Source: an optimization exercise on an open RTL-to-GDS flow (aim: small area, a short achievable clock period and few clock cycles per item). Production flows keep margins and buffers that such runs may drop. In this exercise RTL edits were held to simulation tests only and were not proved equivalent to the original. Power figures rest on the tool's default switching activity, not on a simulated workload.

$ cat flow/run.sh
#!/bin/bash
# synth_recipe.tcl (not shown) runs the flow's synth.tcl, then flattens the netlist and writes it again
# the make line also repeats each setting of config.mk as NAME=value (left out here)
make -C /OpenROAD-flow-scripts/flow DESIGN_CONFIG=/design/flow/config.mk WORK_HOME=/design/flow/orfs CLKGATE_MAP_FILE= SYNTH_SCRIPT=/design/flow/synth_recipe.tcl finish
$ cat flow/config.mk
export PLATFORM = sky130hd
export DESIGN_NAME = first_fit_extent_allocator_top
export DESIGN_NICKNAME = first_fit_extent_allocator_top
export VERILOG_FILES = /design/flow/design.v
export SDC_FILE = /design/flow/constraint.sdc
export NUM_CORES = 4
export LEC_CHECK = 0
export CAP_MARGIN = 20
export CORE_MARGIN = 2
export CORE_UTILIZATION = 40
export SETUP_SLACK_MARGIN = 0.1
export SLEW_MARGIN = 20
$ cat flow/constraint.sdc
create_clock -name core_clock -period 10.0 [get_ports {clk}]
set_input_delay 2.0000 -clock core_clock [delete_from_list [all_inputs] [get_ports {clk}]]
set_output_delay 2.0000 -clock core_clock [all_outputs]
set_load 0.01 [all_outputs]
$ cat flow/design.v
package ffea_pkg;
	localparam int MaxExtents = 64;
	localparam int OffsetBits = 32;
	localparam int IdxBits = $clog2(MaxExtents);
	localparam int CntBits = $clog2(MaxExtents + 1);
	localparam logic OP_ALLOC = 1'b0;
	localparam logic OP_FREE = 1'b1;
	localparam logic [1:0] ST_OK = 2'd0;
	localparam logic [1:0] ST_OVERLAP = 2'd1;
	localparam logic [1:0] ST_FULL = 2'd2;
	localparam logic [1:0] ST_EXHAUSTED = 2'd3;
	typedef logic [OffsetBits-1:0] off_t;
	typedef logic [IdxBits-1:0] idx_t;
	typedef logic [CntBits-1:0] cnt_t;
	typedef struct packed {
		logic we;
		idx_t waddr;
		off_t wstart;
		off_t wend;
		idx_t raddr;
	} mem_req_t;
	typedef struct packed {
		off_t rstart;
		off_t rend;
	} mem_rsp_t;
endpackage
module ffea_ext_mem (
	input logic clk,
	input ffea_pkg::mem_req_t req,
	output ffea_pkg::mem_rsp_t rsp
);
	ffea_pkg::off_t start_mem [ffea_pkg::MaxExtents];
	ffea_pkg::off_t end_mem [ffea_pkg::MaxExtents];
	always_ff @(posedge clk) begin
		if (req.we) begin
			start_mem[req.waddr] <= req.wstart;
			end_mem[req.waddr] <= req.wend;
		end
		rsp.rstart <= start_mem[req.raddr];
		rsp.rend <= end_mem[req.raddr];
	end
endmodule
module ffea_ctrl (
	input logic clk,
	input logic arst_n,
	input logic in_valid,
	output logic in_stall,
	input logic opcode,
	input ffea_pkg::off_t position,
	input ffea_pkg::off_t length,
	output logic out_valid,
	input logic out_stall,
	output ffea_pkg::off_t offset,
	output logic [1:0] status,
	output ffea_pkg::mem_req_t req,
	input ffea_pkg::mem_rsp_t rsp
);
	localparam logic [2:0] S_IDLE = 3'd0;
	localparam logic [2:0] S_RD = 3'd1;
	localparam logic [2:0] S_CHK = 3'd2;
	localparam logic [2:0] S_DEL_RD = 3'd3;
	localparam logic [2:0] S_DEL_WR = 3'd4;
	localparam logic [2:0] S_INS_RD = 3'd5;
	localparam logic [2:0] S_INS_WR = 3'd6;
	localparam logic [2:0] S_DONE = 3'd7;
	logic [2:0] state_q;
	logic op_q;
	ffea_pkg::off_t pos_q, len_q, eos_q;
	ffea_pkg::cnt_t cnt_q, idx_q, ins_q;
	ffea_pkg::off_t prev_start_q, prev_end_q;
	logic have_prev_q;
	logic res_valid_q;
	ffea_pkg::off_t res_off_q;
	logic [1:0] res_st_q;
	ffea_pkg::off_t fr_end;
	logic [ffea_pkg::OffsetBits:0] fr_sum;
	ffea_pkg::off_t ext_size;
	ffea_pkg::cnt_t idx_inc, idx_dec;
	logic at_end, fr_empty, fr_place, nxt_here, fr_ovl, fr_jn, fr_jp, al_fit;
	assign fr_sum = {1'b0, pos_q} + {1'b0, len_q};
	assign fr_end = fr_sum[ffea_pkg::OffsetBits] ? '1 : fr_sum[ffea_pkg::OffsetBits-1:0];
	assign ext_size = rsp.rend - rsp.rstart;
	assign idx_inc = idx_q + ffea_pkg::cnt_t'(1);
	assign idx_dec = idx_q - ffea_pkg::cnt_t'(1);
	assign at_end = (idx_q == cnt_q);
	assign fr_empty = (fr_end == pos_q);
	assign fr_place = (op_q == ffea_pkg::OP_FREE) &&
		((state_q == S_RD && at_end && !fr_empty) ||
		(state_q == S_CHK && rsp.rstart >= pos_q));
	assign nxt_here = (state_q == S_CHK);
	assign fr_ovl = nxt_here && (rsp.rstart < fr_end);
	assign fr_jn = nxt_here && (rsp.rstart == fr_end);
	assign fr_jp = have_prev_q && (prev_end_q == pos_q);
	assign al_fit = (op_q == ffea_pkg::OP_ALLOC) && (state_q == S_CHK) && (ext_size >= len_q);
	assign in_stall = (state_q != S_IDLE) || (res_valid_q && out_stall);
	assign out_valid = res_valid_q;
	assign offset = res_off_q;
	assign status = res_st_q;
	always_comb begin
		req = '0;
		req.raddr = idx_q[ffea_pkg::IdxBits-1:0];
		case (state_q)
			S_RD, S_CHK: begin
				if (al_fit && len_q != '0 && ext_size != len_q) begin
					req.we = 1'b1;
					req.waddr = idx_q[ffea_pkg::IdxBits-1:0];
					req.wstart = rsp.rstart + len_q;
					req.wend = rsp.rend;
				end else if (fr_place && !fr_ovl && fr_jp) begin
					req.we = 1'b1;
					req.waddr = idx_dec[ffea_pkg::IdxBits-1:0];
					req.wstart = prev_start_q;
					req.wend = fr_jn ? rsp.rend : fr_end;
				end else if (fr_place && !fr_ovl && fr_jn) begin
					req.we = 1'b1;
					req.waddr = idx_q[ffea_pkg::IdxBits-1:0];
					req.wstart = pos_q;
					req.wend = rsp.rend;
				end
			end
			S_DEL_RD: begin
				req.raddr = idx_inc[ffea_pkg::IdxBits-1:0];
			end
			S_DEL_WR: begin
				req.we = 1'b1;
				req.waddr = idx_q[ffea_pkg::IdxBits-1:0];
				req.wstart = rsp.rstart;
				req.wend = rsp.rend;
			end
			S_INS_RD: begin
				req.raddr = idx_dec[ffea_pkg::IdxBits-1:0];
				if (idx_q == ins_q) begin
					req.we = 1'b1;
					req.waddr = idx_q[ffea_pkg::IdxBits-1:0];
					req.wstart = pos_q;
					req.wend = fr_end;
				end
			end
			S_INS_WR: begin
				req.we = 1'b1;
				req.waddr = idx_q[ffea_pkg::IdxBits-1:0];
				req.wstart = rsp.rstart;
				req.wend = rsp.rend;
			end
			default: ;
		endcase
	end
	always_ff @(posedge clk or negedge arst_n) begin
		if (!arst_n) begin
			state_q <= S_IDLE;
			op_q <= ffea_pkg::OP_ALLOC;
			pos_q <= '0;
			len_q <= '0;
			eos_q <= '0;
			cnt_q <= '0;
			idx_q <= '0;
			ins_q <= '0;
			prev_start_q <= '0;
			prev_end_q <= '0;
			have_prev_q <= 1'b0;
			res_valid_q <= 1'b0;
			res_off_q <= '0;
			res_st_q <= ffea_pkg::ST_OK;
		end else begin
			if (state_q == S_DONE) begin
				res_valid_q <= 1'b1;
			end else if (res_valid_q && !out_stall) begin
				res_valid_q <= 1'b0;
			end
			case (state_q)
				S_IDLE: begin
					if (in_valid && !in_stall) begin
						op_q <= opcode;
						pos_q <= position;
						len_q <= length;
						idx_q <= '0;
						have_prev_q <= 1'b0;
						state_q <= S_RD;
					end
				end
				S_RD, S_CHK: begin
					if (fr_place) begin
						res_off_q <= '0;
						res_st_q <= ffea_pkg::ST_OK;
						if (fr_ovl) begin
							res_st_q <= ffea_pkg::ST_OVERLAP;
							state_q <= S_DONE;
						end else if (fr_jn && fr_jp) begin
							state_q <= S_DEL_RD;
						end else if (fr_jn || fr_jp) begin
							state_q <= S_DONE;
						end else if (cnt_q == ffea_pkg::cnt_t'(ffea_pkg::MaxExtents)) begin
							res_st_q <= ffea_pkg::ST_FULL;
							state_q <= S_DONE;
						end else begin
							ins_q <= idx_q;
							idx_q <= cnt_q;
							state_q <= S_INS_RD;
						end
					end else if (state_q == S_RD) begin
						if (op_q == ffea_pkg::OP_ALLOC && at_end) begin
							if (len_q > ~eos_q) begin
								res_off_q <= '0;
								res_st_q <= ffea_pkg::ST_EXHAUSTED;
							end else begin
								res_off_q <= eos_q;
								res_st_q <= ffea_pkg::ST_OK;
								eos_q <= eos_q + len_q;
							end
							state_q <= S_DONE;
						end else if (op_q == ffea_pkg::OP_FREE && fr_empty) begin
							res_off_q <= '0;
							res_st_q <= ffea_pkg::ST_OK;
							state_q <= S_DONE;
						end else begin
							state_q <= S_CHK;
						end
					end else if (op_q == ffea_pkg::OP_ALLOC) begin
						if (al_fit) begin
							res_off_q <= rsp.rstart;
							res_st_q <= ffea_pkg::ST_OK;
							if (len_q != '0 && ext_size == len_q) begin
								state_q <= S_DEL_RD;
							end else begin
								state_q <= S_DONE;
							end
						end else begin
							idx_q <= idx_inc;
							state_q <= S_RD;
						end
					end else begin
						prev_start_q <= rsp.rstart;
						prev_end_q <= rsp.rend;
						have_prev_q <= 1'b1;
						idx_q <= idx_inc;
						state_q <= S_RD;
					end
				end
				S_DEL_RD: begin
					if (idx_inc == cnt_q) begin
						cnt_q <= cnt_q - ffea_pkg::cnt_t'(1);
						state_q <= S_DONE;
					end else begin
						state_q <= S_DEL_WR;
					end
				end
				S_DEL_WR: begin
					idx_q <= idx_inc;
					state_q <= S_DEL_RD;
				end
				S_INS_RD: begin
					if (idx_q == ins_q) begin
						cnt_q <= cnt_q + ffea_pkg::cnt_t'(1);
						state_q <= S_DONE;
					end else begin
						state_q <= S_INS_WR;
					end
				end
				S_INS_WR: begin
					idx_q <= idx_dec;
					state_q <= S_INS_RD;
				end
				S_DONE: begin
					state_q <= S_IDLE;
				end
				default: state_q <= S_IDLE;
			endcase
		end
	end
endmodule
module first_fit_extent_allocator_top (
	input logic clk,
	input logic arst_n,
	input logic in_valid,
	output logic in_stall,
	input logic opcode,
	input logic [31:0] position,
	input logic [31:0] length,
	output logic out_valid,
	input logic out_stall,
	output logic [31:0] offset,
	output logic [1:0] status
);
	ffea_pkg::mem_req_t req;
	ffea_pkg::mem_rsp_t rsp;
	ffea_ctrl u_ctrl (
		.clk(clk), .arst_n(arst_n),
		.in_valid(in_valid), .in_stall(in_stall),
		.opcode(opcode), .position(position), .length(length),
		.out_valid(out_valid), .out_stall(out_stall),
		.offset(offset), .status(status),
		.req(req), .rsp(rsp)
	);
	ffea_ext_mem u_mem (.clk(clk), .req(req), .rsp(rsp));
endmodule
==> summary.txt <==
## worst reg2reg max path, delay by kind of cell (launching register included)
| kind | cells | cell delay, ps |
|---|---|---|
| xor gates and xnor gates | 1 | 110 |
| AOI/OAI and AO/OA | 17 | 3770 |
| adders and majority gates | 3 | 980 |
| and+or+nand+nor | 10 | 3060 |
| buffers and inverters | 2 | 710 |
| DFF | 1 | 440 |
## layout make-up
class	count	area share [%]
antenna	6	0.007325
clock buffer	526	5.594
clock inverter	279	1.417
inverter	146	0.2674
multi-input combinational	3751	23.11
sequential	4381	63.33
tap	5928	3.619
timing repair buffer	490	2.652
## registers in the layout, summed over array words and instances, names as in the netlist
register / count
u_ctrl.res_st_q: 2
u_ctrl.cnt_q: 7
u_ctrl.ins_q: 7
u_ctrl.idx_q: 7
u_mem.rsp: 64
u_ctrl.prev_end_q: 32
u_mem.start_mem: 2048
u_ctrl.len_q: 32
u_ctrl.state_q: 3
u_mem.end_mem: 2048
u_ctrl.have_prev_q: 1
u_ctrl.pos_q: 32
u_ctrl.res_off_q: 32
u_ctrl.op_q: 1
u_ctrl.prev_start_q: 32
u_ctrl.res_valid_q: 1
u_ctrl.eos_q: 32
## cells by family after synthesis
logic type               count (synthesis)
flip-flops                            4381
XOR/XNOR                               183
adder cells (fa/ha/maj)                235
AND/OR/NAND/NOR                        972
buffers and inverters                  600
AO/OA/AOI/OAI                          931
multiplexers                          1430
## worst max-delay path by stage
stage / startpoint / end / slack (ps)
final: u_mem.rsp[32]$_DFF_P_ / u_mem.end_mem[42][17]$_DFFE_PP_ / 460
after global routing: u_mem.rsp[32]$_DFF_P_ / u_mem.end_mem[57][0]$_DFFE_PP_ / 8
after CTS: u_mem.rsp[32]$_DFF_P_ / u_mem.end_mem[29][21]$_DFFE_PP_ / 430
after detailed placement: u_mem.rsp[32]$_DFF_P_ / u_mem.start_mem[21][7]$_DFFE_PP_ / 500
after global placement: u_mem.rsp[32]$_DFF_P_ / u_mem.start_mem[21][10]$_DFFE_PP_ / 140
after floorplan: u_mem.rsp[33]$_DFF_P_ / u_mem.end_mem[19][0]$_DFFE_PP_ / 230
## layer usage
layer / wire [µm] / up-vias
met2: 240400 / 5019
met3: 47750 / 753
met5: 41 / -
met4: 16270 / 6
li1: - / 37340
met1: 211300 / 50430
## timing repair
| action | CTS | global route |
|---|---|---|
| endpoints found under the hold margin | 0 | 0 |
| setup buffers | 0 | 30 |
| endpoints found under the setup margin | 0 | 2722 |
| gates resized for setup | 0 | 13 |
## power by group
part           total, mW  internal (mW)  leakage, nW  switching (mW)
registers           25.6           24.5         41.0            1.14
logic               35.4           13.5         19.9            21.9
clock network       16.5           9.47         7.02            7.01
total               77.5           47.5         68.0            30.0
## cell usage in the layout (no fill, tap or decap), types with 54 or more instances in the layout
| master | netlist | layout |
|---|---|---|
| a211oi_1 | 87 | 87 |
| xnor2_1 | 118 | 115 |
| o21ai_0 | 191 | 150 |
| edfxtp_1 | 4096 | 4096 |
| nand2_1 | 374 | 374 |
| mux2_2 | 110 | 110 |
| xor2_1 | 65 | 63 |
| clkdlybuf4s50_1 | 0 | 103 |
| clkinv_2 | 0 | 92 |
| clkbuf_1 | 311 | 75 |
| clkinv_1 | 2 | 86 |
| dfxtp_1 | 64 | 64 |
| buf_12 | 2 | 107 |
| a21o_1 | 97 | 97 |
| and2_1 | 85 | 85 |
| nor2_4 | 0 | 64 |
| a21oi_1 | 161 | 160 |
| nor3_1 | 55 | 54 |
| nor2_1 | 195 | 130 |
| ha_1 | 230 | 230 |
| mux4_2 | 1280 | 1280 |
| clkbuf_16 | 0 | 442 |
| dfrtp_1 | 221 | 221 |
| a31oi_1 | 85 | 84 |
| buf_4 | 1 | 264 |
| inv_1 | 144 | 144 |
## per-stage QoR
step,setup slack (ps),hold WS [ps],util [%],area (µm²),power [mW]
floorplan,234.5,449.2,-,178200,46.66
global placement,139.1,464.0,42.79,190200,60.72
finish,462.0,485.0,46.11,205000,77.50
CTS,433.3,487.7,46.03,204600,77.59
global route,7.595,514.5,46.11,205000,80.33
detailed placement,501.0,473.5,42.80,190200,61.15
==> flow_metrics.env <==
export IMPL_reg2reg_from="u_mem.rsp[32]$_DFF_P_"
export IMPL_maxSlewHeadroom_pct=22.25
export IMPL_routed_wl_um=515700
export IMPL_viasPerCell=6.033
export IMPL_fmax_mhz=104.8
export IMPL_use_met2_pct=35.18
export IMPL_fin_skew_ps=74.66
export IMPL_ant_nets=0
export IMPL_power_density_nw_per_um2=378.1
export IMPL_finalSetupViolCount=0
export IMPL_synthXorXnorAreaFrac_pct=0.8992
export IMPL_hp_class="reg -> reg"
export IMPL_ys_ff_latch=4381
export IMPL_synth_compound_area_share_pct=3.515
export IMPL_drt_iter0_markers=12350
export IMPL_met3_usage_pct=4.027
export IMPL_regToRegSetupSlack_ps=460
export IMPL_clock_latency_ps=1010
export IMPL_grt_ovfl_total=0
export IMPL_r2r_end="u_mem.end_mem[42][17]$_DFFE_PP_"
export IMPL_drtPass1Iterations=6
export IMPL_hp_start="u_ctrl.prev_start_q[6]$_DFFE_PN0P_"
export IMPL_multi_input_area_um2=47370
export IMPL_ys_top_cells_by_count="4096 x edfxtp_1, 1280 x mux4_2, 374 x nand2_1"
export IMPL_grt_util_all_layers_pct=22.47
export IMPL_cp_slowest_cell="nor2_4"
export IMPL_cts_inserted_buffers=434
export IMPL_start_util_pct=40.10
export IMPL_htreeDepth=5
export IMPL_drive_gt1_share_pct=27.59
export IMPL_dp_cells=14660
export IMPL_worst_path_max_fanout=31
export IMPL_final_setup_tns_ps=0
export IMPL_worst_pin_slew_ps=1162
export IMPL_synth_top_family_by_area="multiplexers"
export IMPL_nets=9508
export IMPL_path_delay_family="compound AO/OA/AOI/OAI gates"
export IMPL_synth_top_cell_area_share_pct=69.01
export IMPL_vias=93550
export IMPL_leakage_nw=68.00
export IMPL_cts_sinks=4381
export IMPL_async_flop_share_pct=5.045
export IMPL_critPathKind="reg -> reg"
export IMPL_clockRootBuffer="clkbuf_16"
export IMPL_synthSimpleGateAreaFrac_pct=2.616
export IMPL_holdPathEnd="u_ctrl.prev_start_q[6]$_DFFE_PN0P_"
export IMPL_reg2reg_depth=33
export IMPL_netlist_top_cells_area="edfxtp_1 69%, mux4_2 16%, dfrtp_1 3.1%"
export IMPL_fp_row_count=245
export IMPL_synth_most_common_cell="edfxtp_1"
export IMPL_critPathCaptureType="flip-flop"
export IMPL_ios=105
export IMPL_top_usage_layer="met2"
export IMPL_syn_nets=9036
export IMPL_drc=0
export IMPL_instances_no_fill=15510
export IMPL_maxCapViolations=0
export IMPL_worst_setup_path_start_kind="flip-flop"
export IMPL_hold_depth=2
export IMPL_grt_max_degree=140
export IMPL_port_buffers=104
export IMPL_ff_latch_area_um2=129800
export IMPL_min_period_ps=9538
export IMPL_die_h_um=671.5
export IMPL_crit_top_cell="a21oi_1"
export IMPL_ir_worst_vdd_mv=0.4912
export IMPL_synthAdderAreaFrac_pct=1.671
export IMPL_yosys_most_used_dff="edfxtp_1"
export IMPL_netlist_area_um2=178200
export IMPL_grt_pass1_vias=92820
export IMPL_muxShareOfSynthArea_pct=17.15
export IMPL_dieWidth_um=671.5
export IMPL_grtUsageMet1_pct=32.35
export IMPL_grt_pass1_wl_um=723100
export IMPL_clock_path_buffers=4
export IMPL_required_ps=10590
export IMPL_rsz0062_at_grt="true"
export IMPL_syn_inst=8732
export IMPL_yosys_warnings=2
export IMPL_final_fill_count=36670
export IMPL_antenna_found_initial=38
export IMPL_status="complete, no violations"
export IMPL_period_share_pct=95.38
export IMPL_worst_path_stages=33
export IMPL_synthDistinctLibCells=107
export IMPL_clk_pin_slew_ps=60
export IMPL_synth_top_area_cell="edfxtp_1"
export IMPL_wire_per_inst_um=33.26
export IMPL_hold_viol_final=0
export IMPL_synth_edf_count=4096
export IMPL_area_delta_synth_final_pct=14.99
export IMPL_place_congestion=0.9155
export IMPL_synth_avg_cell_area_um2=20.41
export IMPL_yosysSeqAreaShare_pct=72.83
export IMPL_cp_arrival_ps=10130
export IMPL_core_um2=444500
export IMPL_drv_slew=0
export IMPL_dieArea_um2=451000
export IMPL_timing_critical_path_buf_inv=2
export IMPL_postCtsHoldBufs=0
export IMPL_hpwl_um=317600
export IMPL_cts_tree="done"
export IMPL_slowest_delay_ps=680
Testbench counts, summed over its fixed seeds: cycles 481,527, items 9,600.

==> static timing again, ports no longer ideal <==
How much do the figures lean on ideal ports? The routed layout below was timed once more, with nothing changed but the port constraints. Step 1 assumes that a clkbuf_16 drives the clock port and a buf_2 every other input. Step 2, shift: input delay + t, output delay - t, t = (earliest + latest rising clock arrival at the registers) / 2. This alone moves slack from input paths to output paths. Slacks: ideal / step 1 / step 2; pairs: ideal / step 1.
shift t [ns]: 1.078
slack for setup (ns): 0.462 / 0.462 / 0.462
worst setup path after step 2: register to register
worst slew at a driven data input, ns: 0.06
After both steps setup and hold are still met in this run. For this run, drivers alone change the setup slack by 0.000 ns; drivers and shift together by 0.000 ns.
